From an optimization exercise on the open Yosys and OpenROAD flow, aimed at small area and a short achievable clock period; shortcuts taken in it are not production practice. Only simulation tests tie the RTL to the original design; equivalence was not proved.

Setup of P:
Design pe_mac_array, start of the top module:
module pe_mac_array
#(
  parameter int DATA_WIDTH = nmcu_pkg::DATA_WIDTH,
  parameter int ACC_WIDTH  = nmcu_pkg::ACC_WIDTH,
  parameter int NUM_LANES  = 8
) (
  input  logic                            clk,
  input  logic                            rst_n,
  input  logic                            in_valid_i,
  output logic                            in_ready_o,
  input  logic [NUM_LANES*DATA_WIDTH-1:0] a_i,
  input  logic [NUM_LANES*DATA_WIDTH-1:0] b_i,
  input  logic                            first_i,
  input  logic                            last_i,
  output logic                            out_valid_o,
  input  logic                            out_ready_i,
  output logic [NUM_LANES*DATA_WIDTH-1:0] result_o,
  output logic [NUM_LANES*ACC_WIDTH-1:0]  acc_o,
  output logic [NUM_LANES-1:0]            sat_o,
  output logic                            busy_o,
  output nmcu_pkg::pe_mac_state_e        state_o
);
  nmcu_pkg::pe_mac_state_e state_q;
  logic          ready;
  logic          accept;
  logic          load;
  logic          open_group;
  assign ready       = (state_q == nmcu_pkg::IDLE) || (state_q == nmcu_pkg::ACCUM);
  assign in_ready_o  = rst_n && ready;
  assign accept      = in_valid_i && in_ready_o;
  assign load        = in_valid_i && ready;
  assign out_valid_o = (state_q == nmcu_pkg::DRAIN);
  assign busy_o      = (state_q != nmcu_pkg::IDLE);
  assign state_o     = state_q;
  assign open_group  = first_i || (state_q == nmcu_pkg::IDLE);
  always_ff @(posedge clk or negedge rst_n) begin
    if (!rst_n) begin
      state_q <= nmcu_pkg::IDLE;
    end else begin
      case (state_q)
        nmcu_pkg::IDLE, nmcu_pkg::ACCUM: if (accept) state_q <= last_i ? nmcu_pkg::FLUSH : nmcu_pkg::ACCUM;
  ...
Size: about 4200 cells after synthesis, about 500 flip-flops, about 34000 sq um of cells after synthesis.
clock: 6.0 ns
lec_check: 0
abc_area: 1
cap_margin: 10
core_margin: 2
core_utilization: 40
cts_cluster_diameter: 100
cts_cluster_size: 22
setup_slack_margin: 2.8
slew_margin: 10
tns_end_percent: 10
standard.sh (not shown) runs the stock make flow with config.mk's settings and CLKGATE_MAP_FILE= SYNTH_SCRIPT=/design/flow/synth_recipe.tcl, a recipe that flattens the netlist after the stock synthesis.
==> flow/flow/run.sh <==
#!/bin/bash
# Own layout flow: the standard flow (the standard.sh, all steps) with
# the port buffers made from buf_1 cells instead of ORFS's default choice.
# Each tool's output goes to the ORFS logs under orfs/logs; this script's
# own output goes to run.log.
set -e
{
  echo "== standard.sh"; cat standard.sh
  echo "== config.mk"; cat config.mk
  export BUFFER_PORTS_ARGS="-buffer_cell sky130_fd_sc_hd__buf_1"
  bash standard.sh
} > run.log 2>&1
### P -> Q
# P
export LEC_CHECK = 0
export ABC_AREA = 1
export CAP_MARGIN = 10
export CORE_MARGIN = 2
export CORE_UTILIZATION = 40
export CTS_CLUSTER_DIAMETER = 100
export CTS_CLUSTER_SIZE = 22
export SETUP_SLACK_MARGIN = 2.8
export SLEW_MARGIN = 10
export TNS_END_PERCENT = 10
create_clock -name core_clock -period 6.0 [get_ports {clk}]
# Q
export LEC_CHECK = 0
export ABC_AREA = 1
export CAP_MARGIN = 20
export CORE_MARGIN = 2
export CORE_UTILIZATION = 40
export CTS_CLUSTER_DIAMETER = 100
export CTS_CLUSTER_SIZE = 22
export SETUP_SLACK_MARGIN = 2.8
export SLEW_MARGIN = 20
export TNS_END_PERCENT = 10
create_clock -name core_clock -period 6.0 [get_ports {clk}]
### Flow results
Q against P: synthesized area held, initial core utilization comparable, setup slack was more or less identical, final routed wirelength across all metal layers closely matched the old numbers, portion of the post-synthesis area used by sequential elements level. Reported for P and Q, pin count of the biggest net entering global routing turned out identical to the last digit. Re core occupancy in the finished layout: no difference whatsoever between P and Q. Diff P..Q | quantity of gates resized following cts | unchanged. As far as via count of the first global-routing pass goes, P and Q are indistinguishable; the numbers are identical.
--- input diff Q..R ---
# Q
export LEC_CHECK = 0
export ABC_AREA = 1
export CAP_MARGIN = 20
export CORE_MARGIN = 2
export CORE_UTILIZATION = 40
export CTS_CLUSTER_DIAMETER = 100
export CTS_CLUSTER_SIZE = 22
export SETUP_SLACK_MARGIN = 2.8
export SLEW_MARGIN = 20
export TNS_END_PERCENT = 10
create_clock -name core_clock -period 6.0 [get_ports {clk}]
# R
export LEC_CHECK = 0
export ABC_AREA = 1
export CAP_MARGIN = 20
export CORE_MARGIN = 2
export CORE_UTILIZATION = 40
export CTS_CLUSTER_DIAMETER = 100
export CTS_CLUSTER_SIZE = 22
export SETUP_SLACK_MARGIN = 2.4
export SLEW_MARGIN = 20
export TNS_END_PERCENT = 10
create_clock -name core_clock -period 6.0 [get_ports {clk}]
==> comparison <==
Compared with Q, in R top achievable clock speed now smaller, cell area moved down, routability congestion estimate has remained practically unchanged.
The following lists how S was set up differently from R:
# R
export LEC_CHECK = 0
export ABC_AREA = 1
export CAP_MARGIN = 20
export CORE_MARGIN = 2
export CORE_UTILIZATION = 40
export CTS_CLUSTER_DIAMETER = 100
export CTS_CLUSTER_SIZE = 22
export SETUP_SLACK_MARGIN = 2.4
export SLEW_MARGIN = 20
export TNS_END_PERCENT = 10
create_clock -name core_clock -period 6.0 [get_ports {clk}]
# S
export LEC_CHECK = 0
export ABC_AREA = 1
export CAP_MARGIN = 20
export CORE_MARGIN = 2
export CORE_UTILIZATION = 40
export CTS_CLUSTER_DIAMETER = 100
export CTS_CLUSTER_SIZE = 22
export SETUP_SLACK_MARGIN = 3.0
export SLEW_MARGIN = 20
export TNS_END_PERCENT = 10
create_clock -name core_clock -period 6.0 [get_ports {clk}]
### Flow results
- [S] detailed-route vias per instance rose 0.023 relative to R
- Looking at hold slack across both flows, S is the weaker of the two, with R ahead.
- Diff R -> S: largest net degree at the start of global routing now larger, placed cell count comparable, met2 demand-to-capacity share in global routing now larger, worst setup slack after layout now larger.
- Number of fill cells in the layout delta for S relative to R: about 2.4% lower
- The data required time of the critical path on R is in line with that on S.
- Looking at non-clock buffer count across R and S, the one that comes out lower is R.
- Cmp R and S / final cycle utilization of the critical path / lower: S
#### Input delta (T over S)
# S
export LEC_CHECK = 0
export ABC_AREA = 1
export CAP_MARGIN = 20
export CORE_MARGIN = 2
export CORE_UTILIZATION = 40
export CTS_CLUSTER_DIAMETER = 100
export CTS_CLUSTER_SIZE = 22
export SETUP_SLACK_MARGIN = 3.0
export SLEW_MARGIN = 20
export TNS_END_PERCENT = 10
create_clock -name core_clock -period 6.0 [get_ports {clk}]
# T
export LEC_CHECK = 0
export ABC_AREA = 1
export CAP_MARGIN = 20
export CORE_MARGIN = 2
export CORE_UTILIZATION = 40
export CTS_CLUSTER_DIAMETER = 100
export CTS_CLUSTER_SIZE = 22
export GPL_ROUTABILITY_DRIVEN = 0
export SETUP_SLACK_MARGIN = 2.8
export SLEW_MARGIN = 20
export TNS_END_PERCENT = 10
create_clock -name core_clock -period 6.0 [get_ports {clk}]
==> results.txt <==
met2 track demand over resource came out higher on T than on S.
Of T and S, it is T that has the lower post-synthesis to final-layout area growth.
Global-route wire length before repair essentially unchanged between S and T.
NOTE total area of sequential cells S->T decreased slightly
The multi-input gate share of total cell area was comparable across S and T.
When T is measured against S, its total via count in the routed design turns out about 0.37% lower.
For cell count after placement, S and T come out practically identical.
Summary — cell area after layout, T relative to S: lower, by about 2.2%.
Clock tree buffer count of the final layout for T is lower than for S.


pe_mac_array, a different RTL version from the one above (not shown whole).
Size in the first run: about 510 flip-flops, roughly 470 I/O pins, ~35,000 sq um of cells after synthesis.
Settings: LEC_CHECK=0, CAP_MARGIN=20, CORE_MARGIN=2, CORE_UTILIZATION=40, SETUP_SLACK_MARGIN=2.5, SLEW_MARGIN=20; clock period 6.0 ns.
==> flow/flow/run.sh <==
#!/bin/bash
# Own layout flow: the standard flow (the standard.sh, all steps) with
# the port buffers made from buf_2 cells instead of ORFS's default choice.
# Each tool's output goes to the ORFS logs under orfs/logs; this script's
# own output goes to run.log.
set -e
{
  echo "== standard.sh"; cat standard.sh
  echo "== config.mk"; cat config.mk
  export BUFFER_PORTS_ARGS="-buffer_cell sky130_fd_sc_hd__buf_2"
  bash standard.sh
} > run.log 2>&1
Then changed:
Settings changed: ABC_AREA from default to 1, CTS_BUF_LIST from default to sky130_fd_sc_hd__clkbuf_4 sky130_fd_sc_hd__clkbuf_8, SETUP_SLACK_MARGIN 2.5 to 2.6.
Outcome: The new run completed with no timing, DRC or antenna violations; final area came out higher by 1.6%; global-route usage stays flat; worst setup slack improved by 0.44 ns; count of clock-buffer cells in the layout came out higher by 52; via count came out higher by 9.8%; maximum frequency came out higher by 13%; clock skew came out higher by 0.0033 ns.
Then changed:
Settings changed: CTS_BUF_LIST sky130_fd_sc_hd__clkbuf_4 sky130_fd_sc_hd__clkbuf_8 to default.
Global-route usage goes down by 0.10 points.
Routed wire length shrinks slightly.
Cell count came out lower slightly.
Worst setup slack gains 0.017 ns.
Non-clock buffer count shrinks by 30.
Synthesized area does not change.
Cell area decreases slightly.
Via count fell slightly.
Synthesized cell count is unchanged.


Setup of fjord:
Another version of the RTL of pe_mac_array (not shown whole).
Size in the first run: about 4100 cells after synthesis, roughly 34000 sq um of cells after synthesis.
clock: 6.0 ns
lec_check: 0
abc_area: 1
cap_margin: 20
core_margin: 2
core_utilization: 40
cts_cluster_diameter: 60
cts_cluster_size: 30
setup_slack_margin: 2.6
slew_margin: 20
tns_end_percent: 10
==> flow/flow/run.sh <==
#!/bin/bash
# Own layout flow: the standard flow (the standard.sh, all steps) with
# the port buffers made from buf_1 cells instead of ORFS's default choice.
# Each tool's output goes to the ORFS logs under orfs/logs; this script's
# own output goes to run.log.
set -e
{
  echo "== standard.sh"; cat standard.sh
  echo "== config.mk"; cat config.mk
  export BUFFER_PORTS_ARGS="-buffer_cell sky130_fd_sc_hd__buf_1"
  bash standard.sh
} > run.log 2>&1
Edits applied to the flow inputs when going from fjord to ember:
Settings: CTS_CLUSTER_SIZE: 30 -> 22; CTS_CLUSTER_DIAMETER: 60 -> 100.
Results
Endpoint of the most critical setup path = result_o[0]: fjord; endpoint of the most critical setup path = result_o[62]: ember. Changes observed in ember relative to fjord: clock-cell share of area went down 2.6 points, non-clock buffer share of cell area held. Summary of ember over fjord: wire length of the first global-routing pass went down; detailed-route wire length per cell roughly the same; number of antenna violations at the first check in global routing -1.
Relative to ember, the following input files were edited for sierra:
Settings: TNS_END_PERCENT no longer set, was 10; CTS_CLUSTER_SIZE no longer set, was 22; CTS_CLUSTER_DIAMETER no longer set, was 100.
-- flow/flow/run.sh --
<<< ember, line 3
# the port buffers made from buf_1 cells instead of ORFS's default choice.
>>> sierra, line 3
# the port buffers made from buf_2 cells instead of ORFS's default choice.
<<< ember, line 10
  export BUFFER_PORTS_ARGS="-buffer_cell sky130_fd_sc_hd__buf_1"
>>> sierra, line 10
  export BUFFER_PORTS_ARGS="-buffer_cell sky130_fd_sc_hd__buf_2"
Findings:
Buffer count from post-CTS setup fixing for sierra is higher than for ember.
Re time the final worst path needs with I/O delays and setup: sierra is 0.040 ns down on ember.

-- afterwards: timing with drivers on the ports --
Ports are ideal in the flow. The routed layouts listed here were re-timed in OpenROAD.
Step 1 sets driving cells, clkbuf_16 on the clock port and buf_2 on the other inputs (assumed; they add their load-dependent delay and slew).
Step 2 also shifts input and output timing later by t, the mid clock arrival at the registers, as if the neighbouring blocks saw the same clock.
Three values: ideal ports, drivers, drivers and shift; two values: the first two.
run | t (ns) | slack for setup (ns) | pins driven straight from the clock port
P | 0.675 | 2.854 / 2.859 / 2.207 | 1
Q | 0.675 | 2.854 / 2.859 / 2.207 | 1
R | 0.680 | 2.432 / 2.473 / 1.793 | 1
S | 0.682 | 2.847 / 2.866 / 2.201 | 1
T | 0.675 | 2.854 / 2.859 / 2.207 | 1
the first run of note 2 | 0.668 | 2.257 / 2.257 / 2.170 | 1
the second run of note 2 | 0.774 | 2.700 / 2.632 / 2.202 | 1
the third run of note 2 | 0.656 | 2.717 / 2.653 / 2.179 | 1
fjord | 0.643 | 2.645 / 2.584 / 2.082 | 1
ember | 0.619 | 2.641 / 2.581 / 2.066 | 1
sierra | 0.678 | 2.681 / 2.620 / 2.105 | 1
After both steps every run listed still meets setup and hold.
